This is an optimization exercise on Yosys and OpenROAD, whose aim is small area, a short achievable clock period and few clock cycles, not a production implementation.
At most, simulation tests tie the RTL to the original design; equivalence was not proved.
Function not checked in run 3: the RTL went through the layout flow alone.
No activity file was given, so power comes from the tool's default toggle rates.

`flow/config.mk`:
```
export PLATFORM = sky130hd
export DESIGN_NAME = systolic_mm_top
export DESIGN_NICKNAME = systolic_mm_top
export VERILOG_FILES = /design/flow/design.v
export SDC_FILE = /design/flow/constraint.sdc
export NUM_CORES = 4
export LEC_CHECK = 0
export ABC_CLOCK_PERIOD_IN_PS = 3000
export CAP_MARGIN = 20
export CORE_MARGIN = 2
export CORE_UTILIZATION = 70
export CTS_CLUSTER_DIAMETER = 100
export CTS_CLUSTER_SIZE = 30
export PLACE_DENSITY = 0.8
export SETUP_SLACK_MARGIN = 5
export SLEW_MARGIN = 20
```
`flow/constraint.sdc`:
```
create_clock -name core_clock -period 10.0 [get_ports {clk}]
set_input_delay 2.0000 -clock core_clock [delete_from_list [all_inputs] [get_ports {clk}]]
set_output_delay 2.0000 -clock core_clock [all_outputs]
set_load 0.01 [all_outputs]
```
`flow/design.v`:
```
package systolic_mm_pkg;
    typedef logic [4-1:0] data_t;
    typedef logic [16-1:0] accum_t;
    typedef logic [$clog2((8 / 4))-1:0] tile_idx_t;
    typedef logic [$clog2((8 * 8))-1:0] elem_idx_t;
    typedef logic [$clog2((2 * 4 - 1)+1)-1:0] step_t;
    typedef logic [(8 * 8)*4-1:0] matrix_t;
    typedef logic [4*4-1:0] edge_t;
    typedef logic [4*4*16-1:0] tile_sums_t;
    typedef struct packed {
        edge_t left;
        edge_t top;
    } feed_t;
    typedef struct packed {
        tile_idx_t ib;
        tile_idx_t jb;
        tile_idx_t kb;
    } tile_pos_t;
    typedef struct packed {
        elem_idx_t index;
        accum_t value;
    } result_word_t;
    typedef enum logic [2:0] {IDLE, CLEAR, STREAM, FLUSH, COLLECT, NEXT, DRAIN} seq_state_t;
endpackage
`timescale 1ns/10ps
module systolic_mm_top (
    input  logic                          clk,
    input  logic                          rst,
    input  logic                          in_req,
    input  systolic_mm_pkg::data_t        in_data,
    output logic                          in_ack,
    output logic                          out_req,
    output systolic_mm_pkg::result_word_t out_word,
    input  logic                          out_ack,
    output logic                          done
);
    logic [6:0] ph65;
    logic [3:0] ph16;
    logic [7:0] t;
    logic [6:0] tgt_a;
    logic [3:0] d_q;
    logic [2:0] kb_q;
    logic wa_q;
    logic wb1_q;
    logic wb2_pre;
    logic wb2_q;
    wire a_ph = (t[7:6] == 2'b00);
    wire b_ph = (t[7:6] == 2'b01);
    wire t_zero = (t == 8'd0);
    wire b_align = (ph16 == ({t[2:0], 1'b0} - 4'd1));
    wire can_ack = (a_ph & (t_zero | (ph65 == tgt_a))) | (b_ph & b_align);
    wire ack = in_req & ~in_ack & can_ack;
    wire ack_last = ack & (t == 8'd127);
    logic [3:0] ra [65];
    logic [3:0] rb [4][16];
    always_ff @(posedge clk) begin
        ra[0] <= wa_q ? d_q : ra[64];
        for (int n = 1; n < 65; n++) ra[n] <= ra[n-1];
    end
    for (genvar m = 0; m < 4; m++) begin : g_rb
        wire we = (wb1_q | wb2_q) & (kb_q[1:0] == 2'(m));
        always_ff @(posedge clk) begin
            rb[m][0] <= we ? d_q : rb[m][15];
            for (int n = 1; n < 16; n++) rb[m][n] <= rb[m][n-1];
        end
    end
    always_ff @(posedge clk) begin
        if (!in_ack) begin
            d_q <= in_data;
            kb_q <= t[5:3];
        end
        if (rst) begin
            in_ack <= 1'b0;
            wa_q <= 1'b0;
            wb1_q <= 1'b0;
            wb2_pre <= 1'b0;
            wb2_q <= 1'b0;
        end else begin
            in_ack <= in_req & (in_ack | can_ack);
            wa_q <= ack & a_ph;
            wb1_q <= ack & b_ph & ~t[5];
            wb2_pre <= ack & b_ph & t[5];
            wb2_q <= wb2_pre;
        end
    end
    logic [6:0] cw;         
    logic [10:0] oval;
    logic loaded;           
    logic [31:0] hold;
    logic [2:0] hrow, hrow_d1, hrow_d2, hrow_d3;
    logic hv, hv_d1, hv_d2, hv_d3;
    logic hl_q;
    logic [2:0] want_q;
    logic [7:0] pq [4];
    logic [9:0] q;
    logic ld1_q;            
    wire out_ph = t[7] | (t == 8'd127);
    wire ld1 = (~out_req | out_ack) & ~loaded;
    wire lw = ld1_q & ~out_req & ~loaded & ~cw[6] & out_ph
              & (ph16 == {cw[2:0] + 3'd6, 1'b1})
              & hv_d2 & (hrow_d2 == cw[5:3]) & hv_d3 & (hrow_d3 == cw[5:3]);
    wire rise = ~out_req & ~out_ack & (loaded | lw) & (t[7] | ack_last);
    wire row_end = cw[2] & (cw[1] | cw[0]) & ~cw[6] & (cw[5:3] != 3'd7)
                   & (ph16 == 4'd8) & hv & (hrow == cw[5:3]);
    wire [2:0] want = cw[5:3] + {2'b00, row_end};
    logic [6:0] tgt_row;
    always_comb begin
        case (want)
            3'd0: tgt_row = 7'd53;
            3'd1: tgt_row = 7'd4;
            3'd2: tgt_row = 7'd20;
            3'd3: tgt_row = 7'd36;
            3'd4: tgt_row = 7'd52;
            3'd5: tgt_row = 7'd3;
            3'd6: tgt_row = 7'd19;
            default: tgt_row = 7'd35;
        endcase
    end
    wire hl = (t[7] | t[6]) & ~cw[6] & (ph65 == tgt_row) & ~ph16[0]
              & ~(hv & (hrow == want));
    always_ff @(posedge clk) begin
        for (int k = 0; k < 8; k++) begin
            hold[4*k +: 4] <= hl_q ? ra[53 - 2*k] : hold[4*((k+4)%8) +: 4];
        end
    end
    always_ff @(posedge clk) begin
        for (int m = 0; m < 4; m++) pq[m] <= hold[4*m +: 4] * rb[m][9];
        q <= 10'(pq[0]) + 10'(pq[1]) + 10'(pq[2]) + 10'(pq[3]);
    end
    always_ff @(posedge clk) begin
        if (rst) oval <= '0;
        else if (lw) oval <= oval + 11'(q);
        else if (ld1) oval <= 11'(q);
    end
    assign out_word = {cw[5:0], 5'd0, oval};
    always_ff @(posedge clk) begin
        hrow_d1 <= hrow;
        hv_d1 <= hv;
        hrow_d2 <= hrow_d1;
        hv_d2 <= hv_d1;
        hrow_d3 <= hrow_d2;
        hv_d3 <= hv_d2;
        want_q <= want;
        if (rst) begin
            t <= '0;
            out_req <= 1'b0;
            done <= 1'b0;
            loaded <= 1'b0;
            hv <= 1'b0;
            hl_q <= 1'b0;
            ld1_q <= 1'b0;
            cw <= '0;
            ph65 <= '0;
            ph16 <= '0;
            tgt_a <= '0;
        end else begin
            ph65 <= (ph65 == 7'd64) ? 7'd0 : ph65 + 7'd1;
            ph16 <= ph16 + 4'd1;
            hl_q <= hl;
            ld1_q <= ld1;
            if (wa_q | wb1_q | wb2_pre) begin
                t <= t + 8'd1;
                if (t_zero) begin
                    ph65 <= 7'd1;
                    ph16 <= 4'd1;
                    tgt_a <= 7'd1;
                    cw <= '0;
                    hv <= 1'b0;
                    done <= 1'b0;
                end else begin
                    tgt_a <= (tgt_a >= 7'd63) ? tgt_a - 7'd63 : tgt_a + 7'd2;
                end
            end
            if (hl_q) begin
                hrow <= want_q;
                hv <= 1'b1;
            end
            loaded <= (loaded | lw) & ~rise;
            if (out_req & out_ack) begin
                out_req <= 1'b0;
                cw <= cw + 7'd1;
            end else if (rise) begin
                out_req <= 1'b1;
            end
            if (cw[6] & t[7] & ~out_req & ~out_ack) begin
                done <= 1'b1;
                t <= '0;
            end
        end
    end
endmodule
```
`flow/run.sh`:
```
#!/bin/bash
# synth_recipe.tcl (not shown) runs the flow's synth.tcl, then flattens the netlist and writes it again
# the make line also repeats each setting of config.mk as NAME=value (left out here)
make -C /OpenROAD-flow-scripts/flow DESIGN_CONFIG=/design/flow/config.mk WORK_HOME=/design/flow/orfs CLKGATE_MAP_FILE= SYNTH_SCRIPT=/design/flow/synth_recipe.tcl finish
```
==> results.yml, run 1 <==
status:
  outcome: "finished clean"
cts:
  cts_setup_buffers: 0
  ctsHoldBuffers: 0
  numCtsBuffers: 26
  root_buffer: "clkbuf_16"
  cts_tree: "yes"
  cts.sinks: 669
  cts-resized-gates: 0
  h-tree-depth: 1
  clock_latency_ns: 0.58
  clkSlewWorstSetupHoldPaths_ns: 0.11
  clockBufferDepth: 3
critical_path:
  crit_slowest_cell: "clkdlybuf4s50_1"
  startpoint: "cw[5]"
  r2r_start: "hold[13]"
  critical_path_buf_inv_count: 1
  start_kind: "flip-flop"
  crit_type: "reg2out"
  required_ns: 8.00
  r2r_end: "pq[3][7]"
  r2r_cells: 10
  critPathMaxStageDelay_ns: 0.61
  critPathCaptureType: "output port"
  r2r_slack_ns: 7.06
  cp.depth: 1
  worstPathMaxFanout: 9
  path_delay_family: "buffers and inverters"
  crit_end: "out_word[21]"
  crit_arrival_ns: 1.73
  crit_chain: "clkdlybuf4s50_1"
yosys:
  yosysTopAreaCell: "dfxtp_1"
  synth.yosys.seq_area_share_pct: 72.1
  yosysMostFrequentCell: "dfxtp_1"
  synth_ff_type: "dfxtp_1"
  synth_area_mm2: 0.0187
  synthArstFlopShare_pct: 0
  yosys.area.top_type_share_pct: 70.6
  synth_seq_cells: 669
  yosys-top-cells-area: "dfxtp_1, ha_1, fa_1"
  ys_warn_count: 4
  synthCells: 1348
  synthTopCellsByCount: "dfxtp_1, ha_1, nor2_1"
  synth.distinct_cells: 57
  synth-edff-count: 9
  syn-mean-instance-area_um2: 13.9
floorplan:
  fp.dieH_um: 167
  core_mm2: 0.0261
  die_area_mm2: 0.0280
  fp.dieW_um: 167
  row_count: 59
  start_util_pct: 71.6
  io_pins: 33
finish:
  n_fill_cell: 1561
  area_growth_pct: 6.64
  final-seq-area_mm2: 0.0135
  drive_above_1_share_pct: 6.39
  n_antenna_cell: 0
  multi_input_area_mm2: 0.00489
  nNetsFinal: 1497
  fin_cells: 1712
timing:
  tightest_slew_ns: 0.903
  clock_skew_ns: 0.0187
  setup_viol: 0
  setup_slack_ns: 6.27
  hold_ws_ns: 0.322
  grt_setup_unrepaired: "false"
  finalCriticalPeriod_ns: 3.73
  slew_viol_final: 0
  fin_setup_tns_ns: 0
  final_hold_viol_count: 0
  maxSlewHeadroom_pct: 39.4
  fin_crit_sh_pct: 37.3
  timing.fmax_mhz: 268
min_path:
  hold_depth: 0
  hold_path.class: "reg2reg"
detailed_routing:
  wl_per_cell_um: 17.6
  num_vias: 8914
  drc: 0
  routed_wl_um: 30100
  viasPerCell: 5.21
  postRouteAntennaNets: 0
  dr.first_iter.drc_count: 481
  firstDrtPassIters: 16
global_routing:
  antenna_found_initial: 1
  grt_pass1_wl_um: 48900
  track_usage_pct: 22.3
  grt_pass1_vias: 9113
  globalRoute.totalOverflow: 0
  grt_max_degree: 36
power_and_ir_drop:
  leakage_nw: 8.40
  peakVddDrop_uv: 267
  cellPowerDensity_mw_per_mm2: 201
placed_design:
  pre_cts_ws_ns: 6.30
  gp_congestion: 0.798
  port_buffers: 27
  dpl.hpwl_um: 19700
  place_inst: 1682
run:
  drv_cap: 0
## how the worst min path moves through the flow
stage / startpoint / endpoint
2_1_floorplan: hrow_d1[0] / hrow_d2[0]
3_3_place_gp: rb[49][3] / rb[50][3]
3_5_place_dp: ra[52][0] / ra[53][0]
4_1_cts: ra[32][3] / ra[33][3]
5_1_grt: ra[15][0] / ra[16][0]
6_report: ra[15][0] / ra[16][0]
## per-stage QoR
step                      power [mW]  utilization, %  cell area, um2
final                           4.01            76.3           19900
after global routing            4.14            76.3           19900
after CTS                       4.04            76.3           19900
after detailed placement        2.84            73.6           19200
after global placement          2.83            73.6           19200
after floorplan                 2.82               -           18700
## routing by layer
| layer | GRT usage [%] | wire length, um |
|---|---|---|
| met4 | 5.33 | 580 |
| met3 | 2.58 | 830 |
| met5 | 0 | 13 |
| met2 | 39.1 | 14700 |
| met1 | 30.0 | 14000 |
## area by class of cell
class,count,share of cell area (%)
inverter,44,0.828
sequential,669,67.6
clock buffer,28,3.30
tap,335,2.10
multi-input combinational,605,24.5
timing repair buffer,29,1.43
clock inverter,2,0.232
## power by group
group,total (mW),internal [mW],switching (mW),leakage [nW]
clock,1.23,0.481,0.753,0.341
combinational,0.0382,0.0158,0.0224,2.64
sequential,2.74,2.71,0.0261,5.42
total,4.01,3.21,0.802,8.40
## flip-flops by register name (all words and copies together) (netlist names), 4 cells and up
| signal | count |
|---|---|
| ra | 260 |
| rb | 256 |
| hold | 32 |
| pq | 32 |
| oval | 11 |
| q | 10 |
| t | 8 |
| cw | 7 |
| ph65 | 7 |
| tgt_a | 7 |
| d_q | 4 |
| ph16 | 4 |
## cells by family after synthesis
family | after synthesis | synth area share, %
compound gates | 110 | 3.89
fa+ha+maj | 114 | 8.95
xor+xnor | 68 | 3.18
simple gates | 252 | 6.66
mux | 56 | 3.35
other cells | 1 | 0.0200
flops | 669 | 72.1
buf+inv | 78 | 1.86
## placed cells by master, fill, tap and decap left out, types with 3 or more instances in the layout
| cell type | netlist | final |
|---|---|---|
| a211oi_1 | 3 | 3 |
| a21oi_1 | 44 | 44 |
| nand3_1 | 19 | 19 |
| mux2i_1 | 3 | 3 |
| nand4_1 | 7 | 7 |
| o21ai_0 | 10 | 10 |
| a311oi_1 | 4 | 4 |
| and3_1 | 6 | 6 |
| dfxtp_1 | 660 | 660 |
| and2_1 | 45 | 45 |
| a22oi_1 | 10 | 10 |
| nor2_1 | 63 | 63 |
| xor2_1 | 22 | 22 |
| mux2_2 | 53 | 53 |
| a21o_1 | 11 | 11 |
| nor2b_1 | 7 | 7 |
| nand2b_1 | 4 | 4 |
| nand2_1 | 62 | 62 |
| or3_1 | 8 | 8 |
| nor3_1 | 14 | 14 |
| conb_1 | 1 | 5 |
| xnor2_1 | 46 | 46 |
| o21bai_1 | 4 | 4 |
| clkdlybuf4s50_1 | 0 | 27 |
| inv_1 | 44 | 44 |
| o2111ai_1 | 3 | 3 |
| clkbuf_16 | 0 | 26 |
| nand3b_1 | 4 | 4 |
| fa_1 | 33 | 33 |
| ha_1 | 81 | 81 |
| a31oi_1 | 3 | 3 |
| edfxtp_1 | 9 | 9 |
| nor4_1 | 4 | 4 |
Testbench counts, summed over its fixed seeds: cycles 18,384.
==> inputs of run 2 (changes only) <==
--- a/flow/design.v
+++ b/flow/design.v
@@ -37,9 +37,7 @@
     logic [6:0] ph65;
     logic [3:0] ph16;
     logic [7:0] t;
-    logic [6:0] tgt_a;
     logic [3:0] d_q;
-    logic [2:0] kb_q;
     logic wa_q;
     logic wb1_q;
     logic wb2_pre;
@@ -48,7 +46,8 @@
     wire b_ph = (t[7:6] == 2'b01);
     wire t_zero = (t == 8'd0);
     wire b_align = (ph16 == ({t[2:0], 1'b0} - 4'd1));
-    wire can_ack = (a_ph & (t_zero | (ph65 == tgt_a))) | (b_ph & b_align);
+    wire a_align = ~ph65[6] & (ph65[5:1] == t[4:0]) & (ph65[0] == ~t[5]);
+    wire can_ack = (a_ph & (t_zero | a_align)) | (b_ph & b_align);
     wire ack = in_req & ~in_ack & can_ack;
     wire ack_last = ack & (t == 8'd127);
     logic [3:0] ra [65];
@@ -57,18 +56,17 @@
         ra[0] <= wa_q ? d_q : ra[64];
         for (int n = 1; n < 65; n++) ra[n] <= ra[n-1];
     end
+    wire [1:0] kb1 = t[4:3];
+    wire [1:0] kb2 = t[4:3] - {1'b0, t[2:0] == 3'd0};
     for (genvar m = 0; m < 4; m++) begin : g_rb
-        wire we = (wb1_q | wb2_q) & (kb_q[1:0] == 2'(m));
+        wire we = (wb1_q & (kb1 == 2'(m))) | (wb2_q & (kb2 == 2'(m)));
         always_ff @(posedge clk) begin
             rb[m][0] <= we ? d_q : rb[m][15];
             for (int n = 1; n < 16; n++) rb[m][n] <= rb[m][n-1];
         end
     end
     always_ff @(posedge clk) begin
-        if (!in_ack) begin
-            d_q <= in_data;
-            kb_q <= t[5:3];
-        end
+        if (!in_ack) d_q <= in_data;
         if (rst) begin
             in_ack <= 1'b0;
             wa_q <= 1'b0;
@@ -106,14 +104,14 @@
     logic [6:0] tgt_row;
     always_comb begin
         case (want)
-            3'd0: tgt_row = 7'd53;
-            3'd1: tgt_row = 7'd4;
-            3'd2: tgt_row = 7'd20;
-            3'd3: tgt_row = 7'd36;
-            3'd4: tgt_row = 7'd52;
-            3'd5: tgt_row = 7'd3;
-            3'd6: tgt_row = 7'd19;
-            default: tgt_row = 7'd35;
+            3'd0: tgt_row = 7'd55;
+            3'd1: tgt_row = 7'd6;
+            3'd2: tgt_row = 7'd22;
+            3'd3: tgt_row = 7'd38;
+            3'd4: tgt_row = 7'd54;
+            3'd5: tgt_row = 7'd5;
+            3'd6: tgt_row = 7'd21;
+            default: tgt_row = 7'd37;
         endcase
     end
     wire hl = (t[7] | t[6]) & ~cw[6] & (ph65 == tgt_row) & ~ph16[0]
@@ -152,7 +150,6 @@
             cw <= '0;
             ph65 <= '0;
             ph16 <= '0;
-            tgt_a <= '0;
         end else begin
             ph65 <= (ph65 == 7'd64) ? 7'd0 : ph65 + 7'd1;
             ph16 <= ph16 + 4'd1;
@@ -161,14 +158,11 @@
             if (wa_q | wb1_q | wb2_pre) begin
                 t <= t + 8'd1;
                 if (t_zero) begin
-                    ph65 <= 7'd1;
+                    ph65 <= 7'd3;
                     ph16 <= 4'd1;
-                    tgt_a <= 7'd1;
                     cw <= '0;
                     hv <= 1'b0;
                     done <= 1'b0;
-                end else begin
-                    tgt_a <= (tgt_a >= 7'd63) ? tgt_a - 7'd63 : tgt_a + 7'd2;
                 end
             end
             if (hl_q) begin
==> flow/flow/run.sh (new file) <==
#!/bin/bash
set -euo pipefail
bash standard.sh \
  "BUFFER_PORTS_ARGS=-buffer_cell sky130_fd_sc_hd__buf_4" \
  SETUP_SLACK_MARGIN=7.1 \
  finish > make_finish.log 2>&1
==> flow/standard.sh (new file) <==
#!/bin/bash
# synth_recipe.tcl (not shown) runs the flow's synth.tcl, then flattens the netlist and writes it again
# the make line also repeats each setting of config.mk as NAME=value (left out here)
make -C /OpenROAD-flow-scripts/flow DESIGN_CONFIG=/design/flow/config.mk WORK_HOME=/design/flow/orfs CLKGATE_MAP_FILE= SYNTH_SCRIPT=/design/flow/synth_recipe.tcl "${@:-finish}"
--- a/flow/config.mk
+++ b/flow/config.mk
@@ -12,5 +12,4 @@
 export CTS_CLUSTER_DIAMETER = 100
 export CTS_CLUSTER_SIZE = 30
 export PLACE_DENSITY = 0.8
-export SETUP_SLACK_MARGIN = 5
 export SLEW_MARGIN = 20
removed: flow/run.sh
==> results.yml, run 2 <==
global_routing:
  grt_pass1_vias: 9119
  antenna_found_initial: 2
  globalRoute.totalOverflow: 0
  track_usage_pct: 22.1
  grt_max_degree: 38
  grt_pass1_wl_um: 48100
floorplan:
  die_area_mm2: 0.0275
  core_mm2: 0.0259
  fp.dieH_um: 166
  row_count: 59
  io_pins: 33
  start_util_pct: 70.8
  fp.dieW_um: 166
yosys:
  synthArstFlopShare_pct: 0
  yosysTopAreaCell: "dfxtp_1"
  ys_warn_count: 4
  synthCells: 1315
  yosysMostFrequentCell: "dfxtp_1"
  synth.yosys.seq_area_share_pct: 72.4
  yosys-top-cells-area: "dfxtp_1, ha_1, fa_1"
  synthTopCellsByCount: "dfxtp_1, ha_1, nand2_1"
  synth_seq_cells: 660
  synth_ff_type: "dfxtp_1"
  syn-mean-instance-area_um2: 13.9
  yosys.area.top_type_share_pct: 71.3
  synth.distinct_cells: 61
  synth_area_mm2: 0.0183
  synth-edff-count: 7
critical_path:
  critPathMaxStageDelay_ns: 0.36
  r2r_cells: 10
  critPathCaptureType: "output port"
  crit_type: "reg2out"
  crit_chain: "buf_6"
  crit_slowest_cell: "dfxtp_4"
  worstPathMaxFanout: 2
  crit_arrival_ns: 1.04
  path_delay_family: "flip-flops"
  cp.depth: 1
  critical_path_buf_inv_count: 1
  start_kind: "flip-flop"
  required_ns: 8.00
detailed_routing:
  highest_layer: "met4"
  wl_met2_um: 14600
  firstDrtPassIters: 5
  dr.first_iter.drc_count: 442
  wl_met1_um: 13400
  routed_wl_um: 29700
  num_vias: 8708
  drc: 0
  postRouteAntennaNets: 0
  wl_per_cell_um: 17.5
  viasPerCell: 5.12
  route.met3.wl_um: 946
finish:
  reg.largest.list: "ra: 260 flops, rb: 256 flops"
  final_core_util_pct: 76.7
  nNetsFinal: 1484
  top_register: "ra"
  area_growth_pct: 8.34
  fin_cells: 1702
  final-seq-area_mm2: 0.0133
  final_cell_mix: "dfxtp_1, ha_1, nand2_1"
  drive_above_1_share_pct: 13.4
  final_area_mm2: 0.0199
  largest_reg_flops: 260
  n_antenna_cell: 0
  n_fill_cell: 1538
  multi_input_area_mm2: 0.00476
  final_common_cell: "dfxtp_1"
power_and_ir_drop:
  leakage_nw: 8.57
  cellPowerDensity_mw_per_mm2: 201
  report.power.total_mw: 3.98
  peakVddDrop_uv: 224
cts:
  cts.sinks: 660
  ctsHoldBuffers: 0
  h-tree-depth: 1
  clock_latency_ns: 0.56
  clkSlewWorstSetupHoldPaths_ns: 0.11
  root_buffer: "clkbuf_16"
  cts_tree: "yes"
  clockBufferDepth: 3
  numCtsBuffers: 26
run:
  drv_cap: 0
timing:
  tightest_slew_ns: 0.901
  fin_crit_sh_pct: 30.4
  final_hold_viol_count: 0
  setup_slack_ns: 6.96
  slew_viol_final: 0
  fin_setup_tns_ns: 0
  setup_viol: 0
  hold_ws_ns: 0.308
  clock_skew_ns: 0.0267
  maxSlewHeadroom_pct: 39.3
  finalCriticalPeriod_ns: 3.04
  grt_setup_unrepaired: "true"
  timing.fmax_mhz: 329
placed_design:
  placed_area_mm2: 0.0188
  dpl.hpwl_um: 19400
  pre_cts_ws_ns: 6.75
  port_buffers: 27
  place_inst: 1649
  gp_congestion: 0.816
status:
  outcome: "finished clean"
min_path:
  hold_depth: 0
  hold_path.class: "reg2reg"
==> run 2: cell types whose count changed in the layout (fill, tap and decap cells not counted), sizes merged, moves of 4 or more <==
cell           before  now
buf                 2   49
clkdlybuf4s50      27    0
xnor2              46   34
o21ai              10   20
and2               45   38
dfxtp             660  653
nor2               63   57
or3                 8    3
xor2               22   27
a22oi              10    6
==> run 2: worst paths after layout <==
path / from / to / slack, ns
worst max-delay path: cw[1] / out_word[17] / 6.96
worst max register to register: rb[57][1] / pq[3][7] / 7.14
worst min register to register: ra[21][2] / ra[22][2] / 0.31
worst min-delay path: ra[21][2] / ra[22][2] / 0.31
==> run 2: final cells by class <==
cell class,count,share of cell area (%)
Sequential cell,660,67.2
Multi-Input combinational cell,579,23.9
Clock buffer,30,3.46
Timing Repair Buffer,49,2.23
Tap cell,335,2.11
Inverter,47,0.888
Clock inverter,2,0.189
==> run 2: per-layer routing <==
layer	up-vias	global-route usage, %
met5	-	0
met4	0	5.90
met3	42	2.79
met2	123	38.8
met1	4188	29.5
li1	4355	-
==> run 2: what timing repair did <==
action                     CTS  global route
resized for setup           49            25
pin swaps                    0             4
buffers inserted            19             2
setup endpoints to repair   21            29
==> run 2: cell families (layout without fill, tap and decap cells) <==
logic type | Yosys count | count (layout) | share of synthesized area (%)
flops | 660 | 660 | 72.4
simple gates | 231 | 231 | 6.41
compound gates | 116 | 116 | 4.02
fa+ha+maj | 113 | 113 | 9.06
buf+inv | 80 | 128 | 1.91
xor+xnor | 61 | 61 | 2.91
mux | 53 | 53 | 3.25
other cells | 1 | 5 | 0.0204
==> run 2: worst reg2reg max path, cell delays in order (launching register included) <==
cell and delay, ns:
dfxtp_1 0.51, nand2_1 0.11, fa_1 0.48, fa_1 0.55
inv_1 0.07, ha_1 0.28, a21o_1 0.15, a21oi_1 0.23
o21bai_1 0.11, a21oi_1 0.18, xnor2_1 0.12
==> run 2: power breakdown <==
part / switching, mW / internal, mW / leakage, nW / total (mW)
Clock: 0.742 / 0.498 / 0.348 / 1.24
Combinational: 0.0225 / 0.0165 / 2.84 / 0.0390
Sequential: 0.0261 / 2.68 / 5.38 / 2.71
Total: 0.790 / 3.19 / 8.57 / 3.98
Testbench counts of run 2, summed over its fixed seeds: cycles 18,384.
==> inputs of run 3 (changes only) <==
--- a/flow/design.v
+++ b/flow/design.v
@@ -85,18 +85,21 @@
     logic [10:0] oval;
     logic loaded;           
     logic [31:0] hold;
-    logic [2:0] hrow, hrow_d1, hrow_d2, hrow_d3;
-    logic hv, hv_d1, hv_d2, hv_d3;
+    logic [2:0] hrow, hrow_p;
+    logic hv, hv_p;
+    logic [2:0] hld;
     logic hl_q;
     logic [2:0] want_q;
     logic [7:0] pq [4];
     logic [9:0] q;
     logic ld1_q;            
     wire out_ph = t[7] | (t == 8'd127);
+    wire hold_ok = ~hld[2] & ((hld[1] | hld[0]) ? (hv_p & (hrow_p == cw[5:3]))
+                                                 : (hv & (hrow == cw[5:3])));
     wire ld1 = (~out_req | out_ack) & ~loaded;
     wire lw = ld1_q & ~out_req & ~loaded & ~cw[6] & out_ph
               & (ph16 == {cw[2:0] + 3'd6, 1'b1})
-              & hv_d2 & (hrow_d2 == cw[5:3]) & hv_d3 & (hrow_d3 == cw[5:3]);
+              & hold_ok;
     wire rise = ~out_req & ~out_ack & (loaded | lw) & (t[7] | ack_last);
     wire row_end = cw[2] & (cw[1] | cw[0]) & ~cw[6] & (cw[5:3] != 3'd7)
                    & (ph16 == 4'd8) & hv & (hrow == cw[5:3]);
@@ -132,12 +135,7 @@
     end
     assign out_word = {cw[5:0], 5'd0, oval};
     always_ff @(posedge clk) begin
-        hrow_d1 <= hrow;
-        hv_d1 <= hv;
-        hrow_d2 <= hrow_d1;
-        hv_d2 <= hv_d1;
-        hrow_d3 <= hrow_d2;
-        hv_d3 <= hv_d2;
+        hld <= {hld[1:0], hl_q};
         want_q <= want;
         if (rst) begin
             t <= '0;
@@ -166,6 +164,8 @@
                 end
             end
             if (hl_q) begin
+                hrow_p <= hrow;
+                hv_p <= hv;
                 hrow <= want_q;
                 hv <= 1'b1;
             end
==> results.yml, run 3 <==
status:
  outcome: "finished clean"
timing:
  hold_ws_ns: 0.317
  final_hold_viol_count: 0
  setup_slack_ns: 6.94
  tightest_slew_ns: 0.657
  timing.fmax_mhz: 327
  fin_setup_tns_ns: 0
  slew_viol_final: 0
  finalCriticalPeriod_ns: 3.06
  clock_skew_ns: 0.0276
  maxSlewHeadroom_pct: 55.7
  grt_setup_unrepaired: "true"
  setup_viol: 0
  fin_crit_sh_pct: 30.6
critical_path:
  required_ns: 8.00
  critical_path_buf_inv_count: 1
  r2r_end: "pq[3][7]"
  crit_chain: "buf_6"
  path_delay_family: "flip-flops"
  r2r_start: "rb[57][2]"
  r2r_cells: 10
  start_kind: "flip-flop"
  crit_arrival_ns: 1.06
  critPathMaxStageDelay_ns: 0.37
  worstPathMaxFanout: 2
  r2r_slack_ns: 7.13
  crit_type: "reg2out"
  critPathCaptureType: "output port"
  crit_slowest_cell: "dfxtp_4"
global_routing:
  track_usage_pct: 22.0
  antenna_found_initial: 0
  grt_max_degree: 35
  grt_pass1_wl_um: 45800
  globalRoute.totalOverflow: 0
  grt_pass1_vias: 8722
yosys:
  synth-edff-count: 11
  yosysMostFrequentCell: "dfxtp_1"
  yosys-top-cells-area: "dfxtp_1, ha_1, fa_1"
  synthTopCellsByCount: "dfxtp_1, ha_1, nand2_1"
  ys_warn_count: 4
  synthCells: 1298
  synth_ff_type: "dfxtp_1"
  yosys.area.top_type_share_pct: 70.5
  synth_seq_cells: 655
  synthArstFlopShare_pct: 0
  synth.yosys.seq_area_share_pct: 72.3
  yosysTopAreaCell: "dfxtp_1"
  synth.distinct_cells: 64
  syn-mean-instance-area_um2: 14.1
  synth_area_mm2: 0.0183
finish:
  final_cell_mix: "dfxtp_1, ha_1, nand2_1"
  largest_reg_flops: 260
  reg.largest.list: "ra: 260 flops, rb: 256 flops"
  nNetsFinal: 1468
  n_antenna_cell: 0
  top_register: "ra"
  final_common_cell: "dfxtp_1"
  drive_above_1_share_pct: 13.5
  area_growth_pct: 8.15
floorplan:
  row_count: 59
  fp.dieH_um: 166
  io_pins: 33
  die_area_mm2: 0.0274
  core_mm2: 0.0258
  start_util_pct: 70.7
  fp.dieW_um: 166
min_path:
  min_to: "rb[55][0]"
  hold_depth: 0
  hold_path.class: "reg2reg"
  hold_start: "rb[54][0]"
cts:
  numCtsBuffers: 25
  cts_tree: "yes"
  h-tree-depth: 1
  clkSlewWorstSetupHoldPaths_ns: 0.11
  clock_latency_ns: 0.57
  ctsHoldBuffers: 0
  clockBufferDepth: 3
  cts.sinks: 655
  root_buffer: "clkbuf_16"
placed_design:
  gp_congestion: 0.867
  dpl.hpwl_um: 19200
  pre_cts_ws_ns: 6.58
  port_buffers: 27
power_and_ir_drop:
  report.power.total_mw: 3.94
  peakVddDrop_uv: 173
  cellPowerDensity_mw_per_mm2: 199
  leakage_nw: 8.52
detailed_routing:
  viasPerCell: 5.14
  wl_per_cell_um: 17.6
  num_vias: 8673
  drc: 0
  postRouteAntennaNets: 0
  firstDrtPassIters: 5
  dr.first_iter.drc_count: 413
  routed_wl_um: 29700
run:
  drv_cap: 0
==> run 3: cell types whose count changed after synthesis, sizes merged, moves of 3 or more <==
cell    change
nand4       +5
a21oi       -3
dfxtp       -9
buf         -3
edfxtp      +4
or2b        +3
nor2       -12
xnor2       +7
==> run 3: worst max path at each step <==
stage | from | to | slack, ns | cells after the start
5_1_grt | cw[0] | out_word[16] | 6.89 | 1
2_1_floorplan | out_ack | oval[4] | 7.13 | 5
3_5_place_dp | out_ack | oval[4] | 6.58 | 6
3_3_place_gp | out_ack | oval[4] | 6.58 | 6
6_report | cw[2] | out_word[18] | 6.94 | 1
4_1_cts | cw[2] | out_word[18] | 6.91 | 1
==> run 3: through the flow <==
step	utilization [%]	area, um2	std cells
after global placement	72.5	18700	1634
after CTS	76.2	19700	1684
final	76.5	19800	1686
after global routing	76.5	19800	1686
after floorplan	-	18300	1302
after detailed placement	72.5	18700	1634
==> run 3: power by group <==
group	switching (mW)	total [mW]	internal (mW)	leakage, nW
registers	0.0258	2.69	2.66	5.35
logic	0.0225	0.0397	0.0171	2.84
clock network	0.725	1.21	0.486	0.331
total	0.773	3.94	3.16	8.52
==> run 3: cell type report <==
cell class	count	area [um2]
Fill cell	1516	6070
Clock buffer	29	641
Clock inverter	2	38.8
Timing Repair Buffer	50	450
Tap cell	335	419
Inverter	49	184
Multi-Input combinational cell	566	4730
Sequential cell	655	13300
==> run 3: kinds of logic after synthesis <==
logic type / after synthesis / synth area share [%]
adders and majority gates: 113 / 9.09
DFF: 655 / 72.3
xor gates and xnor gates: 66 / 3.16
buffers and inverters: 81 / 2.07
other: 1 / 0.0205
and+or+nand+nor: 214 / 5.97
AOI/OAI and AO/OA: 115 / 4.09
muxes: 53 / 3.26
==> run 3: per-layer routing <==
metal | wire length [um] | vias to the layer above | global-route usage, %
met1 | 13200 | 4152 | 27.6
met2 | 14700 | 144 | 39.6
met4 | 859 | 0 | 7.01
met5 | 0 | - | 0
li1 | - | 4324 | -
met3 | 951 | 53 | 3.05
==> run 3: repair_timing <==
action / in CTS / in global routing
hold endpoints to repair: 0 / 0
setup endpoints to repair: 24 / 33
pin swaps: 0 / 3
gates resized for setup: 58 / 24
setup buffers: 19 / 2
==> inputs of run 4 (changes only) <==
--- a/flow/design.v
+++ b/flow/design.v
@@ -92,12 +92,11 @@
     logic [2:0] want_q;
     logic [7:0] pq [4];
     logic [9:0] q;
-    logic ld1_q;            
     wire out_ph = t[7] | (t == 8'd127);
     wire hold_ok = ~hld[2] & ((hld[1] | hld[0]) ? (hv_p & (hrow_p == cw[5:3]))
                                                  : (hv & (hrow == cw[5:3])));
     wire ld1 = (~out_req | out_ack) & ~loaded;
-    wire lw = ld1_q & ~out_req & ~loaded & ~cw[6] & out_ph
+    wire lw = ~out_req & ~loaded & ~cw[6] & out_ph
               & (ph16 == {cw[2:0] + 3'd6, 1'b1})
               & hold_ok;
     wire rise = ~out_req & ~out_ack & (loaded | lw) & (t[7] | ack_last);
@@ -144,7 +143,6 @@
             loaded <= 1'b0;
             hv <= 1'b0;
             hl_q <= 1'b0;
-            ld1_q <= 1'b0;
             cw <= '0;
             ph65 <= '0;
             ph16 <= '0;
@@ -152,7 +150,6 @@
             ph65 <= (ph65 == 7'd64) ? 7'd0 : ph65 + 7'd1;
             ph16 <= ph16 + 4'd1;
             hl_q <= hl;
-            ld1_q <= ld1;
             if (wa_q | wb1_q | wb2_pre) begin
                 t <= t + 8'd1;
                 if (t_zero) begin
==> flow/flow/run.sh (replaced) <==
#!/bin/bash
set -euo pipefail
bash standard.sh \
  "BUFFER_PORTS_ARGS=-buffer_cell sky130_fd_sc_hd__buf_2" \
  SETUP_SLACK_MARGIN=7.1 \
  finish > make_finish.log 2>&1
==> results.yml, run 4 <==
cts:
  h-tree-depth: 1
  clock_latency_ns: 0.58
  root_buffer: "clkbuf_16"
  cts.sinks: 654
  numCtsBuffers: 25
  clkSlewWorstSetupHoldPaths_ns: 0.11
  cts_tree: "yes"
  clockBufferDepth: 3
  ctsHoldBuffers: 0
power_and_ir_drop:
  switchingPower_mw: 0.777
  clock_power_share_pct: 30.5
  leakage_nw: 8.47
  peakVddDrop_uv: 227
  power_frac_seq_pct: 68.5
  internal_power_mw: 3.14
  swShare_pct: 19.8
  comb_power_share_pct: 1.0
  cellPowerDensity_mw_per_mm2: 199
detailed_routing:
  viasPerCell: 5.14
  num_vias: 8687
  wl_per_cell_um: 17.7
  dr.first_iter.drc_count: 491
  firstDrtPassIters: 4
  postRouteAntennaNets: 0
  routed_wl_um: 29800
  drc: 0
finish:
  n_fill_cell: 1508
  largest_reg_flops: 260
  area_growth_pct: 8.15
  drive_above_1_share_pct: 13.3
  n_antenna_cell: 0
  reg.largest.list: "ra: 260 flops, rb: 256 flops"
  final_cell_mix: "dfxtp_1, ha_1, nand2_1"
  top_register: "ra"
  final_core_util_pct: 76.2
  final_common_cell: "dfxtp_1"
  nNetsFinal: 1470
floorplan:
  die_area_mm2: 0.0273
  start_util_pct: 70.5
  fp.dieW_um: 165
  fp.dieH_um: 165
  io_pins: 33
  row_count: 59
  core_mm2: 0.0258
critical_path:
  required_ns: 8.00
  crit_type: "reg2out"
  crit_end: "out_word[18]"
  startpoint: "cw[2]"
  crit_arrival_ns: 1.05
  worstPathMaxFanout: 2
  start_kind: "flip-flop"
  r2r_slack_ns: 7.17
  path_delay_family: "flip-flops"
  r2r_end: "pq[1][7]"
  critical_path_buf_inv_count: 1
  cp.depth: 1
  critPathMaxStageDelay_ns: 0.37
  r2r_cells: 10
  r2r_start: "hold[4]"
  critPathCaptureType: "output port"
  crit_chain: "buf_6"
  crit_slowest_cell: "dfxtp_4"
global_routing:
  grt_pass1_vias: 8809
  use_met1_pct: 29.1
  grt_max_degree: 36
  grt_pass1_wl_um: 46600
  antenna_found_initial: 0
  track_usage_pct: 22.4
  globalRoute.totalOverflow: 0
  grt.busiest_layer: "met2"
  use_met3_pct: 2.57
  grt_util_met2_pct: 40.0
yosys:
  synth-edff-count: 11
  synthArstFlopShare_pct: 0
  yosys-top-cells-area: "dfxtp_1, ha_1, fa_1"
  synth_top_family_by_area: "adder cells"
  yosysTopAreaCell: "dfxtp_1"
  ys_warn_count: 4
  synth_compound_area_share_pct: 4.08
  synthTopCellsByCount: "dfxtp_1, ha_1, nand2_1"
  syn-mean-instance-area_um2: 14.0
  synthMuxAreaShare_pct: 3.27
  synthXorXnorAreaFrac_pct: 3.17
  yosysMostFrequentCell: "dfxtp_1"
  synth_seq_cells: 654
  synth_fa_ha_area_share_pct: 9.12
  synth_ff_type: "dfxtp_1"
  synthCells: 1298
  yosys.area.top_type_share_pct: 70.7
  synth_area_mm2: 0.0182
  synth.yosys.seq_area_share_pct: 72.5
  yosys.area_share.simple_pct: 5.96
  synth.distinct_cells: 54
timing:
  clock_skew_ns: 0.0296
  tightest_slew_ns: 0.849
  slew_viol_final: 0
  finalCriticalPeriod_ns: 3.05
  timing.fmax_mhz: 328
  grt_setup_unrepaired: "true"
  fin_setup_tns_ns: 0
  hold_ws_ns: 0.310
  setup_viol: 0
  final_hold_viol_count: 0
  fin_crit_sh_pct: 30.5
  maxSlewHeadroom_pct: 42.8
placed_design:
  gp_congestion: 0.805
  port_buffers: 27
  dpl.hpwl_um: 19000
min_path:
  hold_path.class: "reg2reg"
status:
  outcome: "finished clean"
run:
  drv_cap: 0
[run 4: changes by cell type after synthesis, moves of 3 or more]
cell,previous run,this run
clkbuf_8,3,0
nand3_1,17,14
nand2_1,57,60
a31oi_1,4,10
nor2b_1,7,11
[run 4: final cells by class]
| type | instances | area (um2) | area share [%] |
|---|---|---|---|
| clock inverter | 2 | 26.3 | 0.133 |
| sequential | 654 | 13300 | 67.4 |
| inverter | 48 | 180 | 0.915 |
| multi-input combinational | 569 | 4700 | 23.9 |
| timing repair buffer | 51 | 440 | 2.24 |
| tap | 335 | 419 | 2.13 |
| clock buffer | 31 | 648 | 3.29 |
[run 4: worst min-delay path by stage]
stage,depth (start not counted),from,slack (ns),endpoint
final,0,rb[44][0],0.31,rb[45][0]
after floorplan,0,ra[9][0],0.31,ra[10][0]
after global routing,0,rb[44][0],0.31,rb[45][0]
after detailed placement,0,ra[21][2],0.31,ra[22][2]
after global placement,0,ra[62][0],0.31,ra[63][0]
after CTS,0,rb[44][0],0.30,rb[45][0]
[run 4: through the flow]
step                      cells  cell area [um2]  total power, mW  worst slack [ns]
final                      1690            19700             3.92              6.95
after global routing       1690            19700             4.04              6.91
after CTS                  1686            19600             3.95              6.93
after detailed placement   1634            18600             2.78              6.57
after global placement     1634            18600             2.78              6.62
after floorplan            1302            18200             2.76              7.14
[run 4: cell families after synthesis]
logic type	Yosys count
DFF	654
and+or+nand+nor	216
AOI/OAI and AO/OA	116
adders and majority gates	113
buffers and inverters	79
xor gates and xnor gates	66
muxes	53
other	1
[run 4: power by group through the flow]
stage	combinational [mW]	sequential, mW	clock [mW]
2_1_floorplan	0.0291	2.73	0
3_3_place_gp	0.0340	2.74	0
3_5_place_dp	0.0355	2.74	0
4_1_cts	0.0373	2.69	1.23
5_1_grt	0.0416	2.69	1.31
6_report	0.0373	2.68	1.20
[run 4: what timing repair did]
item | 4_1_cts | 5_1_grt
resized for setup | 58 | 17
buffers inserted | 19 | 4
pin swaps | 0 | 3
endpoints found under the setup margin | 23 | 30
[run 4: layer usage]
| metal | share of wire (%) | up-vias |
|---|---|---|
| met3 | 2.4 | 45 |
| met2 | 51 | 112 |
| met5 | 0 | - |
| li1 | - | 4333 |
| met4 | 2.5 | 0 |
| met1 | 44 | 4197 |
Testbench counts of run 4, summed over its fixed seeds: cycles 18,384.
==> inputs of run 5 (changes only) <==
==> flow/flow/run.sh (replaced) <==
#!/bin/bash
set -euo pipefail
bash standard.sh \
  "BUFFER_PORTS_ARGS=-buffer_cell sky130_fd_sc_hd__buf_4" \
  SETUP_SLACK_MARGIN=7.1 \
  finish > make_finish.log 2>&1
--- a/flow/config.mk
+++ b/flow/config.mk
@@ -8,8 +8,8 @@
 export ABC_CLOCK_PERIOD_IN_PS = 3000
 export CAP_MARGIN = 20
 export CORE_MARGIN = 2
-export CORE_UTILIZATION = 70
+export CORE_UTILIZATION = 65
 export CTS_CLUSTER_DIAMETER = 100
 export CTS_CLUSTER_SIZE = 30
-export PLACE_DENSITY = 0.8
+export PLACE_DENSITY = 0.75
 export SLEW_MARGIN = 20
==> results.yml, run 5 <==
cts:
  clockBufferDepth: 3
  h-tree-depth: 1
  ctsHoldBuffers: 0
  numCtsBuffers: 25
  clkSlewWorstSetupHoldPaths_ns: 0.11
  root_buffer: "clkbuf_16"
  clock_latency_ns: 0.57
  cts_tree: "yes"
  cts.sinks: 654
timing:
  grt_setup_unrepaired: "true"
  clock_skew_ns: 0.0154
  slew_viol_final: 0
  tightest_slew_ns: 0.897
  maxSlewHeadroom_pct: 40.2
  fin_setup_tns_ns: 0
  finalCriticalPeriod_ns: 3.05
  fin_crit_sh_pct: 30.5
  final_hold_viol_count: 0
  timing.fmax_mhz: 328
  setup_viol: 0
detailed_routing:
  postRouteAntennaNets: 0
  dr.first_iter.drc_count: 374
  wl_per_cell_um: 15.7
  route.met3.wl_um: 894
  num_vias: 8535
  drc: 0
  highest_layer: "met4"
  routed_wl_um: 27100
  firstDrtPassIters: 4
  viasPerCell: 4.94
  wl_met2_um: 12700
  wl_met1_um: 12700
yosys:
  synth_top_family_by_area: "adder cells"
  synth_compound_area_share_pct: 4.08
  yosysMostFrequentCell: "dfxtp_1"
  synth_seq_cells: 654
  ys_warn_count: 4
  yosys.area.top_type_share_pct: 70.7
  yosysTopAreaCell: "dfxtp_1"
  synth_ff_type: "dfxtp_1"
  syn-mean-instance-area_um2: 14.0
  synthMuxAreaShare_pct: 3.27
  synthXorXnorAreaFrac_pct: 3.17
  synthCells: 1298
  synthTopCellsByCount: "dfxtp_1, ha_1, nand2_1"
  yosys-top-cells-area: "dfxtp_1, ha_1, fa_1"
  synth-edff-count: 11
  synth.yosys.seq_area_share_pct: 72.5
  yosys.area_share.simple_pct: 5.96
  synth_area_mm2: 0.0182
  synthArstFlopShare_pct: 0
  synth_fa_ha_area_share_pct: 9.12
  synth.distinct_cells: 54
critical_path:
  crit_arrival_ns: 1.05
  worstPathMaxFanout: 2
  crit_chain: "buf_6"
  path_delay_family: "flip-flops"
  critical_path_buf_inv_count: 1
  required_ns: 8.00
  start_kind: "flip-flop"
  critPathMaxStageDelay_ns: 0.37
  crit_slowest_cell: "dfxtp_4"
  r2r_cells: 10
  critPathCaptureType: "output port"
  r2r_slack_ns: 7.22
  r2r_end: "pq[0][7]"
  r2r_start: "rb[9][2]"
  crit_type: "reg2out"
power_and_ir_drop:
  report.power.total_mw: 3.90
  cellPowerDensity_mw_per_mm2: 197
  leakage_nw: 8.45
  peakVddDrop_uv: 184
min_path:
  hold_start: "ra[52][1]"
  min_to: "ra[53][1]"
  hold_path.class: "reg2reg"
  hold_depth: 0
run:
  drv_cap: 0
global_routing:
  grt_pass1_vias: 8480
  antenna_found_initial: 1
  globalRoute.totalOverflow: 0
  grt_pass1_wl_um: 43600
  track_usage_pct: 19.0
  grt_max_degree: 36
floorplan:
  fp.dieW_um: 171
  core_mm2: 0.0277
  fp.dieH_um: 171
  row_count: 61
  start_util_pct: 65.7
  die_area_mm2: 0.0294
  io_pins: 33
finish:
  final_core_util_pct: 71.2
  drive_above_1_share_pct: 13.1
  largest_reg_flops: 260
  final_common_cell: "dfxtp_1"
  final_cell_mix: "dfxtp_1, ha_1, nand2_1"
  fin_cells: 1728
  reg.largest.list: "ra: 260 flops, rb: 256 flops"
  area_growth_pct: 8.35
  top_register: "ra"
  nNetsFinal: 1467
  n_antenna_cell: 0
placed_design:
  place_inst: 1677
  gp_congestion: 0.787
  port_buffers: 27
  dpl.hpwl_um: 18100
status:
  outcome: "finished clean"
## run 5: power breakdown
| group | switching (mW) | internal [mW] |
|---|---|---|
| Combinational | 0.0206 | 0.0167 |
| Sequential | 0.0235 | 2.66 |
| Clock | 0.714 | 0.464 |
| Total | 0.758 | 3.14 |
## run 5: final cells by class
class                           count  area [um2]
Timing Repair Buffer               48         435
Sequential cell                   654       13300
Tap cell                          378         473
Multi-Input combinational cell    569        4700
Inverter                           48         180
Fill cell                        1847        7970
Clock buffer                       29         641
Clock inverter                      2        28.8
## run 5: how the worst max path moves through the flow
| stage | startpoint | to | slack, ns | cells past startpoint |
|---|---|---|---|---|
| 6_report | cw[2] | out_word[18] | 6.95 | 1 |
| 5_1_grt | cw[2] | out_word[18] | 6.90 | 1 |
| 4_1_cts | cw[2] | out_word[18] | 6.92 | 1 |
| 3_5_place_dp | out_ack | oval[8] | 6.60 | 6 |
| 3_3_place_gp | out_ack | oval[8] | 6.65 | 6 |
| 2_1_floorplan | out_ack | oval[9] | 7.14 | 6 |
## run 5: worst register-to-register path, delay by kind of cell (launching register included)
family / cells / cell delay [ns]
adder cells (fa/ha/maj): 3 / 1.34
AO/OA/AOI/OAI: 4 / 0.62
flip-flops: 1 / 0.43
XOR/XNOR: 1 / 0.15
AND/OR/NAND/NOR: 1 / 0.10
buffers and inverters: 1 / 0.07
## run 5: cell families (layout without fill, tap and decap cells)
family / Yosys count / after routing
DFF: 654 / 654
and+or+nand+nor: 216 / 216
AOI/OAI and AO/OA: 116 / 116
adders and majority gates: 113 / 113
buffers and inverters: 79 / 127
xor gates and xnor gates: 66 / 66
muxes: 53 / 53
other: 1 / 5
## run 5: routing by layer
layer  track usage, %  vias up
met3             2.39       39
met1             25.7     4077
met4             5.53        0
met5                0        -
li1                 -     4314
met2             32.2      105
## run 5: stage by stage
| step | setup slack (ns) | instance area [um2] | hold WS (ns) |
|---|---|---|---|
| CTS | 6.92 | 19700 | 0.328 |
| global route | 6.90 | 19700 | 0.328 |
| detailed placement | 6.60 | 18800 | 0.312 |
| global placement | 6.65 | 18800 | 0.310 |
| floorplan | 7.14 | 18200 | 0.310 |
| finish | 6.95 | 19700 | 0.324 |
## run 5: timing repair
action / CTS / global route
pin swaps: 0 / 1
hold endpoints to repair: 0 / 0
gates resized for setup: 48 / 23
setup buffers: 20 / 0
setup endpoints to repair: 21 / 28
==> inputs of run 6 (changes only) <==
--- a/flow/config.mk
+++ b/flow/config.mk
@@ -8,8 +8,8 @@
 export ABC_CLOCK_PERIOD_IN_PS = 3000
 export CAP_MARGIN = 20
 export CORE_MARGIN = 2
-export CORE_UTILIZATION = 65
+export CORE_UTILIZATION = 75
 export CTS_CLUSTER_DIAMETER = 100
 export CTS_CLUSTER_SIZE = 30
-export PLACE_DENSITY = 0.75
+export PLACE_DENSITY = 0.85
 export SLEW_MARGIN = 20
==> results.yml, run 6 <==
cts:
  h-tree-depth: 1
  cts.sinks: 654
  clkSlewWorstSetupHoldPaths_ns: 0.11
  cts_tree: "yes"
  root_buffer: "clkbuf_16"
  clockBufferDepth: 3
  clock_latency_ns: 0.58
  numCtsBuffers: 25
critical_path:
  required_ns: 8.00
  critical_path_buf_inv_count: 1
  r2r_start: "rb[57][2]"
  r2r_cells: 10
  crit_chain: "buf_6"
  crit_arrival_ns: 1.05
  worstPathMaxFanout: 2
  critPathCaptureType: "output port"
  crit_slowest_cell: "dfxtp_4"
  path_delay_family: "flip-flops"
  start_kind: "flip-flop"
  crit_type: "reg2out"
  critPathMaxStageDelay_ns: 0.36
  r2r_slack_ns: 7.09
  r2r_end: "pq[3][7]"
floorplan:
  start_util_pct: 75.6
  fp.dieW_um: 160
  row_count: 57
  die_area_mm2: 0.0255
  fp.dieH_um: 160
  io_pins: 33
  core_mm2: 0.0241
timing:
  slew_viol_final: 0
  finalCriticalPeriod_ns: 3.05
  fin_crit_sh_pct: 30.5
  grt_setup_unrepaired: "true"
  clock_skew_ns: 0.0214
  tightest_slew_ns: 0.835
  fin_setup_tns_ns: 0
  timing.fmax_mhz: 328
  setup_viol: 0
  final_hold_viol_count: 0
  maxSlewHeadroom_pct: 43.7
  setup_slack_ns: 6.95
finish:
  drive_above_1_share_pct: 14.0
  nNetsFinal: 1477
  final_cell_mix: "dfxtp_1, ha_1, nand2_1"
  n_antenna_cell: 0
  top_register: "ra"
  largest_reg_flops: 260
  reg.largest.list: "ra: 260 flops, rb: 256 flops"
  area_growth_pct: 8.69
  final_common_cell: "dfxtp_1"
global_routing:
  grt_max_degree: 36
  track_usage_pct: 27.3
  antenna_found_initial: 1
  globalRoute.totalOverflow: 0
  grt_pass1_vias: 9583
  grt_pass1_wl_um: 53400
power_and_ir_drop:
  report.power.total_mw: 3.94
  leakage_nw: 8.51
  cellPowerDensity_mw_per_mm2: 199
  peakVddDrop_uv: 216
detailed_routing:
  drc: 0
  route.met3.wl_um: 1320
  num_vias: 9054
  dr.first_iter.drc_count: 666
  postRouteAntennaNets: 0
  viasPerCell: 5.38
  wl_met2_um: 17700
  wl_met1_um: 14200
  highest_layer: "met5"
  routed_wl_um: 34500
  wl_per_cell_um: 20.5
  firstDrtPassIters: 5
yosys:
  synthArstFlopShare_pct: 0
  synthCells: 1298
  yosysTopAreaCell: "dfxtp_1"
  synthTopCellsByCount: "dfxtp_1, ha_1, nand2_1"
  synth.yosys.seq_area_share_pct: 72.5
  synth_area_mm2: 0.0182
  synth.distinct_cells: 54
  ys_warn_count: 4
  synth_seq_cells: 654
  yosys-top-cells-area: "dfxtp_1, ha_1, fa_1"
  yosys.area.top_type_share_pct: 70.7
  syn-mean-instance-area_um2: 14.0
  synth_ff_type: "dfxtp_1"
  synth-edff-count: 11
  yosysMostFrequentCell: "dfxtp_1"
placed_design:
  port_buffers: 27
  dpl.hpwl_um: 20400
  pre_cts_ws_ns: 6.60
  gp_congestion: 0.819
run:
  drv_cap: 0
min_path:
  min_to: "rb[1][1]"
  hold_depth: 0
  hold_start: "rb[0][1]"
  hold_path.class: "reg2reg"
status:
  outcome: "finished clean"
## run 6: repair_timing
item | in CTS | in global routing
pin swaps | 0 | 11
resized for setup | 60 | 28
endpoints found under the setup margin | 22 | 33
setup buffers | 20 | 10
hold buffers | 0 | 0
endpoints found under the hold margin | 0 | 0
## run 6: routing by layer
metal / GRT usage [%] / vias up
met4: 9.87 / 2
met1: 33.7 / 4406
li1: - / 4343
met5: 0 / -
met3: 3.56 / 74
met2: 49.4 / 229
## run 6: logic make-up after synthesis
kind of cell	Yosys count	share of synthesized area, %
flops	654	72.5
simple gates	216	5.96
compound gates	116	4.08
fa+ha+maj	113	9.12
buf+inv	79	1.88
xor+xnor	66	3.17
mux	53	3.27
other cells	1	0.0206
## run 6: worst max path at each step
stage | start | end | slack [ns] | cells after the start
3_3_place_gp | out_ack | oval[8] | 6.66 | 6
3_5_place_dp | out_ack | oval[8] | 6.60 | 6
5_1_grt | cw[0] | out_word[16] | 6.92 | 1
2_1_floorplan | out_ack | oval[9] | 7.14 | 6
4_1_cts | cw[4] | out_word[20] | 6.93 | 1
6_report | in_ack | in_ack | 6.95 | 1
## run 6: power breakdown
part / leakage [nW] / switching [mW] / internal (mW)
Combinational: 2.85 / 0.0215 / 0.0168
Sequential: 5.34 / 0.0299 / 2.66
Clock: 0.321 / 0.755 / 0.463
Total: 8.51 / 0.807 / 3.14
## run 6: stage by stage
step | util, % | hold slack (ns) | area [um2] | cells
final | 82.1 | 0.324 | 19800 | 1684
after floorplan | - | 0.310 | 18200 | 1302
after global routing | 82.1 | 0.326 | 19800 | 1684
after CTS | 81.4 | 0.326 | 19600 | 1674
after detailed placement | 77.5 | 0.312 | 18700 | 1623
after global placement | 77.5 | 0.310 | 18700 | 1623
## run 6: cell type report
class	instances	area (um2)
clock buffers	29	641
clock inverters	2	17.5
fillers	1140	4310
inverters	48	180
multi-input cells	569	4730
flip-flops and latches	654	13300
well taps	324	405
repair buffers	58	523
==> inputs of run 7 (changes only) <==
--- a/flow/config.mk
+++ b/flow/config.mk
@@ -8,8 +8,8 @@
 export ABC_CLOCK_PERIOD_IN_PS = 3000
 export CAP_MARGIN = 20
 export CORE_MARGIN = 2
-export CORE_UTILIZATION = 75
+export CORE_UTILIZATION = 70
 export CTS_CLUSTER_DIAMETER = 100
 export CTS_CLUSTER_SIZE = 30
-export PLACE_DENSITY = 0.85
+export PLACE_DENSITY = 0.8
 export SLEW_MARGIN = 20
==> results.yml, run 7 <==
status:
  outcome: "finished clean"
global_routing:
  antenna_found_initial: 1
  track_usage_pct: 21.7
  grt_max_degree: 36
  grt_pass1_vias: 8731
  globalRoute.totalOverflow: 0
  grt_pass1_wl_um: 45500
cts:
  h-tree-depth: 1
  numCtsBuffers: 25
  clockBufferDepth: 3
  root_buffer: "clkbuf_16"
  cts.sinks: 654
  cts_tree: "yes"
  clock_latency_ns: 0.57
  ctsHoldBuffers: 0
  clkSlewWorstSetupHoldPaths_ns: 0.12
detailed_routing:
  routed_wl_um: 29100
  postRouteAntennaNets: 0
  drc: 0
  viasPerCell: 5.08
  num_vias: 8567
  wl_per_cell_um: 17.3
  firstDrtPassIters: 4
  dr.first_iter.drc_count: 515
placed_design:
  dpl.hpwl_um: 18600
  gp_congestion: 0.819
  port_buffers: 27
  pre_cts_ws_ns: 6.63
timing:
  finalCriticalPeriod_ns: 3.04
  tightest_slew_ns: 0.828
  clock_skew_ns: 0.0247
  slew_viol_final: 0
  final_hold_viol_count: 0
  timing.fmax_mhz: 329
  setup_slack_ns: 6.96
  fin_setup_tns_ns: 0
  setup_viol: 0
  maxSlewHeadroom_pct: 44.2
  grt_setup_unrepaired: "true"
  fin_crit_sh_pct: 30.4
yosys:
  synth.distinct_cells: 54
  ys_warn_count: 4
  synthArstFlopShare_pct: 0
  synth.yosys.seq_area_share_pct: 72.5
  synth-edff-count: 11
  yosysTopAreaCell: "dfxtp_1"
  synth_seq_cells: 654
  yosysMostFrequentCell: "dfxtp_1"
  synth_area_mm2: 0.0182
  yosys-top-cells-area: "dfxtp_1, ha_1, fa_1"
  synth_ff_type: "dfxtp_1"
  synthTopCellsByCount: "dfxtp_1, ha_1, nand2_1"
  syn-mean-instance-area_um2: 14.0
  yosys.area.top_type_share_pct: 70.7
  synthCells: 1298
finish:
  reg.largest.list: "ra: 260 flops, rb: 256 flops"
  final_cell_mix: "dfxtp_1, ha_1, nand2_1"
  final_common_cell: "dfxtp_1"
  drive_above_1_share_pct: 13.5
  nNetsFinal: 1468
  area_growth_pct: 8.13
  top_register: "ra"
  largest_reg_flops: 260
  n_antenna_cell: 0
critical_path:
  start_kind: "flip-flop"
  critPathCaptureType: "output port"
  worstPathMaxFanout: 2
  critical_path_buf_inv_count: 1
  crit_arrival_ns: 1.04
  path_delay_family: "flip-flops"
  required_ns: 8.00
  crit_chain: "buf_6"
  crit_type: "reg2out"
  critPathMaxStageDelay_ns: 0.37
  crit_slowest_cell: "dfxtp_4"
floorplan:
  start_util_pct: 70.5
  row_count: 59
  core_mm2: 0.0258
  io_pins: 33
  fp.dieW_um: 165
  die_area_mm2: 0.0273
  fp.dieH_um: 165
power_and_ir_drop:
  peakVddDrop_uv: 226
  cellPowerDensity_mw_per_mm2: 198
  leakage_nw: 8.46
run:
  drv_cap: 0
min_path:
  hold_path.class: "reg2reg"
-- run 7: through the flow --
stage / std cells / hold slack [ns] / cell area, um2 / util [%] / power [mW]
floorplan: 1302 / 0.310 / 18200 / - / 2.76
global placement: 1635 / 0.310 / 18700 / 72.4 / 2.78
detailed placement: 1635 / 0.312 / 18700 / 72.4 / 2.78
CTS: 1685 / 0.322 / 19600 / 76.0 / 3.93
global route: 1685 / 0.326 / 19700 / 76.2 / 4.02
finish: 1685 / 0.322 / 19700 / 76.2 / 3.91
-- run 7: report_power, final --
part | total (mW) | internal [mW] | switching [mW] | leakage, nW
combinational | 0.0375 | 0.0167 | 0.0209 | 2.80
sequential | 2.68 | 2.66 | 0.0257 | 5.34
clock | 1.19 | 0.460 | 0.727 | 0.320
total | 3.91 | 3.13 | 0.773 | 8.46
-- run 7: cells by family after synthesis --
| kind of cell | Yosys count | synth area share [%] |
|---|---|---|
| DFF | 654 | 72.5 |
| xor gates and xnor gates | 66 | 3.17 |
| and+or+nand+nor | 216 | 5.96 |
| buffers and inverters | 79 | 1.88 |
| other | 1 | 0.0206 |
| AOI/OAI and AO/OA | 116 | 4.08 |
| adders and majority gates | 113 | 9.12 |
| muxes | 53 | 3.27 |
-- run 7: area by class of cell --
cell class,count,area (um2)
clock buffer,28,637
sequential,654,13300
multi-input combinational,569,4720
clock inverter,2,17.5
inverter,48,180
fill,1515,6140
tap,335,419
timing repair buffer,49,443
-- run 7: worst paths after layout --
| kind | start | end | slack [ns] | cells after the start |
|---|---|---|---|---|
| max reg2reg | hold[13] | pq[3][7] | 7.25 | 10 |
| min reg2reg | ra[57][3] | ra[58][3] | 0.32 | 0 |
| min | ra[57][3] | ra[58][3] | 0.32 | 0 |
| max | cw[5] | out_word[21] | 6.96 | 1 |
-- run 7: what timing repair did --
item                                    in CTS  in global routing
resized for setup                           50                 30
endpoints found under the setup margin      21                 28
hold endpoints to repair                     0                  0
buffers inserted                            20                  0
-- run 7: metal layers --
metal	routed length, um	up-vias	track usage [%]
li1	-	4313	-
met1	13600	4134	29.1
met2	14300	78	38.4
met3	685	40	2.60
met4	506	2	4.43
met5	13	-	0
==> inputs of run 8 (changes only) <==
--- a/flow/config.mk
+++ b/flow/config.mk
@@ -9,7 +9,7 @@
 export CAP_MARGIN = 20
 export CORE_MARGIN = 2
 export CORE_UTILIZATION = 70
-export CTS_CLUSTER_DIAMETER = 100
-export CTS_CLUSTER_SIZE = 30
+export CTS_CLUSTER_DIAMETER = 110
+export CTS_CLUSTER_SIZE = 34
 export PLACE_DENSITY = 0.8
 export SLEW_MARGIN = 20
==> results.yml, run 8 <==
timing:
  final_hold_viol_count: 0
  timing.fmax_mhz: 329
  grt_setup_unrepaired: "true"
  setup_viol: 0
  clock_skew_ns: 0.0242
  maxSlewHeadroom_pct: 43.3
  hold_ws_ns: 0.312
  tightest_slew_ns: 0.841
  fin_setup_tns_ns: 0
  finalCriticalPeriod_ns: 3.04
  slew_viol_final: 0
  fin_crit_sh_pct: 30.4
detailed_routing:
  firstDrtPassIters: 4
  dr.first_iter.drc_count: 443
  drc: 0
  postRouteAntennaNets: 0
  num_vias: 8542
  wl_per_cell_um: 16.9
  viasPerCell: 5.08
  routed_wl_um: 28400
yosys:
  ys_warn_count: 4
  synth_compound_area_share_pct: 4.08
  synthTopCellsByCount: "dfxtp_1, ha_1, nand2_1"
  synth_ff_type: "dfxtp_1"
  synthXorXnorAreaFrac_pct: 3.17
  yosysMostFrequentCell: "dfxtp_1"
  synthCells: 1298
  synth.distinct_cells: 54
  synth_area_mm2: 0.0182
  synth_seq_cells: 654
  synth.yosys.seq_area_share_pct: 72.5
  synth_top_family_by_area: "adder cells"
  synth-edff-count: 11
  syn-mean-instance-area_um2: 14.0
  yosys-top-cells-area: "dfxtp_1, ha_1, fa_1"
  synthArstFlopShare_pct: 0
  synthMuxAreaShare_pct: 3.27
  yosys.area.top_type_share_pct: 70.7
  synth_fa_ha_area_share_pct: 9.12
  yosysTopAreaCell: "dfxtp_1"
  yosys.area_share.simple_pct: 5.96
finish:
  final_core_util_pct: 76.1
  nNetsFinal: 1466
  n_antenna_cell: 0
  final_area_mm2: 0.0197
  area_growth_pct: 7.97
  reg.largest.list: "ra: 260 flops, rb: 256 flops"
  largest_reg_flops: 260
  drive_above_1_share_pct: 13.4
  final_common_cell: "dfxtp_1"
  top_register: "ra"
  final_cell_mix: "dfxtp_1, ha_1, nand2_1"
floorplan:
  die_area_mm2: 0.0273
  io_pins: 33
  core_mm2: 0.0258
  fp.dieH_um: 165
  row_count: 59
  fp.dieW_um: 165
  start_util_pct: 70.5
power_and_ir_drop:
  cellPowerDensity_mw_per_mm2: 197
  switchingPower_mw: 0.760
  clock_power_share_pct: 29.6
  leakage_nw: 8.44
  peakVddDrop_uv: 212
  internal_power_mw: 3.11
  report.power.total_mw: 3.87
  power_frac_seq_pct: 69.4
  swShare_pct: 19.7
  comb_power_share_pct: 1.0
global_routing:
  track_usage_pct: 21.2
  antenna_found_initial: 0
  grt_max_degree: 36
  grt_pass1_wl_um: 44400
  grt_pass1_vias: 8518
  globalRoute.totalOverflow: 0
min_path:
  hold_path.class: "reg2reg"
placed_design:
  port_buffers: 27
  placed_area_mm2: 0.0187
  dpl.hpwl_um: 18600
  gp_congestion: 0.819
status:
  outcome: "finished clean"
cts:
  clock_latency_ns: 0.55
  clockBufferDepth: 3
  h-tree-depth: 1
  cts_tree: "yes"
  numCtsBuffers: 23
  cts.sinks: 654
  clkSlewWorstSetupHoldPaths_ns: 0.12
  root_buffer: "clkbuf_16"
  ctsHoldBuffers: 0
critical_path:
  path_delay_family: "flip-flops"
  critical_path_buf_inv_count: 1
  crit_slowest_cell: "dfxtp_4"
  worstPathMaxFanout: 2
  required_ns: 8.00
  crit_chain: "buf_6"
  crit_type: "reg2out"
  start_kind: "flip-flop"
  critPathMaxStageDelay_ns: 0.37
  critPathCaptureType: "output port"
  crit_arrival_ns: 1.04
run:
  drv_cap: 0
[run 8: changes by cell type in the layout (fill, tap and decap cells not counted), sizes merged]
| cell | before | now |
|---|---|---|
| clkbuf | 28 | 26 |
[run 8: timing repair]
| action | 4_1_cts | 5_1_grt |
|---|---|---|
| buffers inserted | 20 | 0 |
| resized for setup | 49 | 31 |
| setup endpoints to repair | 21 | 29 |
[run 8: path summary, 6_finish.rpt]
kind | start | endpoint | slack [ns] | cells after the start
setup reg to reg | pq[0][1] | q[7] | 7.24 | 11
hold / removal | ra[33][2] | ra[34][2] | 0.31 | 0
setup / recovery | cw[5] | out_word[21] | 6.96 | 1
hold reg to reg | ra[33][2] | ra[34][2] | 0.31 | 0
[run 8: through the flow]
step | worst slack, ns | std cells
finish | 6.96 | 1683
global route | 6.91 | 1683
CTS | 6.94 | 1683
detailed placement | 6.63 | 1635
global placement | 6.65 | 1635
floorplan | 7.14 | 1302
[run 8: metal layers]
metal	up-vias	wire length, um	global-route usage, %
li1	4314	-	-
met1	4104	13400	28.8
met2	95	13900	37.2
met3	29	635	2.32
met4	0	442	4.19
met5	-	0	0
[run 8: cells by family (layout without fill, tap and decap cells)]
| logic type | count (synthesis) | after routing |
|---|---|---|
| AO/OA/AOI/OAI | 116 | 116 |
| XOR/XNOR | 66 | 66 |
| adder cells (fa/ha/maj) | 113 | 113 |
| buffers and inverters | 79 | 125 |
| flip-flops | 654 | 654 |
| multiplexers | 53 | 53 |
| other | 1 | 5 |
| AND/OR/NAND/NOR | 216 | 216 |
[run 8: final cells by class]
| class | instances | area [um2] |
|---|---|---|
| flip-flops and latches | 654 | 13300 |
| fillers | 1541 | 6170 |
| multi-input cells | 569 | 4720 |
| clock buffers | 26 | 587 |
| repair buffers | 49 | 443 |
| well taps | 335 | 419 |
| inverters | 48 | 180 |
| clock inverters | 2 | 38.8 |
[run 8: power groups by stage]
stage	Combinational, mW	Sequential [mW]	Clock (mW)
2_1_floorplan	0.0291	2.73	0
3_3_place_gp	0.0349	2.74	0
3_5_place_dp	0.0358	2.74	0
4_1_cts	0.0374	2.69	1.17
5_1_grt	0.0419	2.69	1.25
6_report	0.0372	2.68	1.14

==> what the ideal ports hide <==
The results above use ideal ports. As a check the final layouts listed here were re-extracted and re-timed, cells and wires unchanged.
Step 1 (the two cells are an assumption about what drives the block):
set clk [get_ports {clk}]
set_driving_cell -lib_cell sky130_fd_sc_hd__clkbuf_16 $clk
set_driving_cell -lib_cell sky130_fd_sc_hd__buf_2 [delete_from_list [all_inputs] $clk]
Step 2, shift: input delay + t, output delay - t, t = (earliest + latest rising clock arrival at the registers) / 2. This alone moves slack from input paths to output paths.
Three values: ideal, step 1, step 2; two values: the first two.
run	shift t [ns]	setup slack, ns	worst register clock-pin slew, ns	pins driven straight from the clock port
run 1	0.619	6.268 / 6.220 / 6.284	0.12 / 0.12	1
run 2	0.603	6.960 / 6.910 / 6.746	0.12 / 0.12	1
run 3	0.607	6.939 / 6.892 / 6.784	0.11 / 0.11	1
run 4	0.619	6.955 / 6.906 / 6.595	0.12 / 0.12	1
run 5	0.609	6.950 / 6.901 / 6.609	0.11 / 0.11	1
run 6	0.619	6.947 / 6.898 / 6.605	0.12 / 0.12	1
run 7	0.605	6.964 / 6.915 / 6.601	0.12 / 0.12	1
run 8	0.594	6.956 / 6.908 / 6.610	0.12 / 0.12	1
After both steps setup and hold are still met in every run listed. For run 7, which loses most, drivers alone change the setup slack by -0.049 ns; drivers and shift together by -0.363 ns.
